Source: an optimization exercise on an open RTL-to-GDS flow (aim: small area, a short achievable clock period and few clock cycles). Production flows keep margins and buffers that such runs may drop. Only simulation tests tie the RTL to the original design; equivalence was not proved. No activity file was given, so power comes from the tool's default toggle rates.

Setup of job 6329:
// dlx_ex_top
module dlx_ex_top (
    input  logic      clk,
    input  logic      rst_n,
    input  logic      issue_valid,
    input  dlx_pkg::func_t issue_func,
    input  dlx_pkg::reg_idx_t issue_rd,
    input  dlx_pkg::reg_idx_t issue_rs1,
    input  dlx_pkg::reg_idx_t issue_rs2,
    input  dlx_pkg::word_t issue_imm,
    input  logic      issue_use_imm,
    output logic      stall,
    output logic      wb_valid,
    output dlx_pkg::reg_idx_t wb_rd,
    output dlx_pkg::word_t wb_data
);
Size: about 11000 cells after synthesis, roughly 1900 flip-flops, about 96 I/O pins, roughly 0.10 mm² of cells after synthesis.
==> flow/config.mk <==
export PLATFORM = sky130hd
export DESIGN_NAME = dlx_ex_top
export DESIGN_NICKNAME = dlx_ex_top
export VERILOG_FILES = /design/flow/design.v
export SDC_FILE = /design/flow/constraint.sdc
export NUM_CORES = 4
export LEC_CHECK = 0
export ABC_AREA = 1
export CAP_MARGIN = 20
export CORE_MARGIN = 2
export CORE_UTILIZATION = 35
export CTS_CLUSTER_DIAMETER = 100
export CTS_CLUSTER_SIZE = 20
export PLACE_DENSITY = 0.65
export SETUP_SLACK_MARGIN = 5
export SLEW_MARGIN = 20
==> flow/constraint.sdc <==
create_clock -name core_clock -period 8.0 [get_ports {clk}]
set_input_delay 1.6000 -clock core_clock [delete_from_list [all_inputs] [get_ports {clk}]]
set_output_delay 1.6000 -clock core_clock [all_outputs]
set_load 0.01 [all_outputs]
standard.sh (not shown) runs the stock make flow with config.mk's settings and CLKGATE_MAP_FILE= SYNTH_SCRIPT=/design/flow/synth_recipe.tcl, a recipe that flattens the netlist after the stock synthesis.
==> flow/flow/run.sh <==
#!/bin/bash
# Own layout flow: the standard flow (standard.sh: the standard synthesis,
# then ORFS through finish) with one change: buffer_ports builds the port
# buffers from sky130_fd_sc_hd__buf_4 instead of the delay buffer it picks by
# default, so that timing repair can resize them like any other buffer.
set -euo pipefail
export BUFFER_PORTS_ARGS="-buffer_cell sky130_fd_sc_hd__buf_4"
bash standard.sh finish > standard_flow.log 2>&1
Job 6329 closes out successfully: all stages finished, all timing, DRC and antenna checks passed.
Testbench counts of job 6329, summed over its fixed seeds: cycles 3,565.
Relative to job 6329, the following input files were edited for job 9102:
Settings: CORE_UTILIZATION now 40, was 35.
==> run notes <==
On global-route total usage across every layer: job 9102 sits above job 6329. Design internal power in job 9102 vs job 6329: up 0.16 mW. Job 9102: number of placed instances with taps included is 3.6% lower than what job 6329 reported. Wire length of the first global-routing pass (job 9102 vs. job 6329) increases by a few percent. | logic gate share of total power | job 9102 vs job 6329 | 1.7 points higher |.
The following lists how job 315 was set up differently from job 9102:
Settings: CORE_UTILIZATION now 35, was 40; PLACE_DENSITY now 0.5, was 0.65.
[summary]
Of job 315 and job 9102, it is job 315 that has the lower combinational group share of total power. Relative to job 9102, the maximum clock frequency measured on job 315 has decreased by a few percent. Per the comparison of job 315 with job 9102, routed wire length now larger; minimum hold slack went up 31 ps. Taking job 9102 as the reference, in job 315 area taken by multi-input logic gates up 0.60%, via count down 1680. Compared with job 9102, job 315 shows a utilization that is 5.2 points lower. Between job 9102 and job 315, the global-route track usage on met2 is higher for job 9102.

---

== v7 ==
Another version of the RTL of dlx_ex_top (not shown whole).
Size in the first run: roughly 11,000 cells after synthesis, ~1,900 flip-flops.
clock: 8.0 ns
lec_check: 0
abc_area: 1
cap_margin: 20
core_margin: 2
core_utilization: 35
cts_cluster_diameter: 100
cts_cluster_size: 20
place_density: 0.5
setup_slack_margin: 5
slew_margin: 20
Scripts as last shown in full above: flow/flow/run.sh
v7 finished every stage and its layout cleared the timing, design-rule and antenna checks.
Testbench counts of v7, summed over its fixed seeds: cycles 3,565.
[inputs] v23 vs v7
Settings: changing PLACE_DENSITY from 0.5 to 0.65.
### Flow results
On sequential cell area, v23 and v7 are neck and neck.
The run showing the greater share of total power in sequential cells is v23.
v23 and v7 ended up with nearly the same number of cells in the design after placement.
v7 → v23: wire length of the first global-routing pass now sits lower; post-layout minimum cycle time now sits lower; non-clock buffer count now sits lower; routed wire length on met3 now sits lower.
Re power density over the cells: v23 and v7 aren't equal, and the lower value belongs to v23.
From v7 to v23, final-report setup violation count did not move at all.

---

dlx_ex_top, a different RTL version from the one above (not shown whole).
Size: about 11,000 cells after synthesis, ~1,800 flip-flops, ~96 I/O pins.
==> flow/config.mk <==
export PLATFORM = sky130hd
export DESIGN_NAME = dlx_ex_top
export DESIGN_NICKNAME = dlx_ex_top
export VERILOG_FILES = /design/flow/design.v
export SDC_FILE = /design/flow/constraint.sdc
export NUM_CORES = 4
export LEC_CHECK = 0
export ABC_AREA = 1
export CAP_MARGIN = 20
export CORE_MARGIN = 2
export CORE_UTILIZATION = 35
export CTS_CLUSTER_DIAMETER = 100
export CTS_CLUSTER_SIZE = 20
export PLACE_DENSITY = 0.65
export SETUP_SLACK_MARGIN = 5
export SLEW_MARGIN = 20
==> flow/constraint.sdc <==
create_clock -name core_clock -period 8.0 [get_ports {clk}]
set_input_delay 1.6000 -clock core_clock [delete_from_list [all_inputs] [get_ports {clk}]]
set_output_delay 1.6000 -clock core_clock [all_outputs]
set_load 0.01 [all_outputs]
Scripts as last shown in full above: flow/flow/run.sh
The first run passed the timing, design-rule and antenna checks.
Testbench counts at the start, summed over its fixed seeds: cycles 3,478.
Next try:
PLACE_DENSITY = 0.5   (was 0.65)
Cell count came out higher by 0.54%; clock power came out higher by 8.6%; wire length came out higher by 15%; non-clock buffer count came out higher by 46; setup slack improves by 0.11 ns; global-route usage came out higher by 4.6 points; utilization came out higher by 0.73 points; worst hold slack hardly moves; clock skew came out higher by 0.066 ns.

## re-timing with driven ports
In the flow no input, the clock included, has a driving cell. The finished layouts below were timed again as built, in two steps.
Step 1 assumes that a clkbuf_16 drives the clock port and a buf_2 every other input.
Step 2 moves the port delays by t, midway between the first and last clock arrival at a register: inputs arrive t later, outputs are due t later. That takes back most of the time a late clock gives input paths.
Slacks: ideal / step 1 / step 2; pairs: ideal / step 1.
| run | t, ns | setup slack, ns | worst hold slack (ns) | worst register clock-pin slew, ns | worst data-port slew with drivers (ns) |
|---|---|---|---|---|---|
| job 6329 | 1.002 | 4.608 / 4.608 / 4.423 | 0.322 / 0.322 / 0.322 | 0.10 / 0.10 | 0.07 |
| job 9102 | 0.931 | 4.858 / 4.858 / 4.331 | 0.295 / 0.295 / 0.295 | 0.10 / 0.10 | 0.07 |
| job 315 | 1.013 | 4.760 / 4.760 / 4.421 | 0.326 / 0.326 / 0.326 | 0.10 / 0.10 | 0.10 |
| v7 | 0.899 | 4.761 / 4.761 / 4.252 | 0.337 / 0.337 / 0.337 | 0.10 / 0.10 | 0.09 |
| v23 | 0.916 | 4.914 / 4.914 / 4.256 | 0.327 / 0.327 / 0.327 | 0.10 / 0.10 | 0.07 |
| the first run of note 3 | 0.906 | 4.614 / 4.614 / 4.249 | 0.338 / 0.338 / 0.338 | 0.10 / 0.10 | 0.11 |
| the second run of note 3 | 0.999 | 4.724 / 4.724 / 4.498 | 0.336 / 0.336 / 0.336 | 0.10 / 0.10 | 0.10 |
After both steps every run listed still meets setup and hold. The setup slack of v23, which loses most, moves by 0.000 ns with the drivers and by -0.658 ns with both steps.
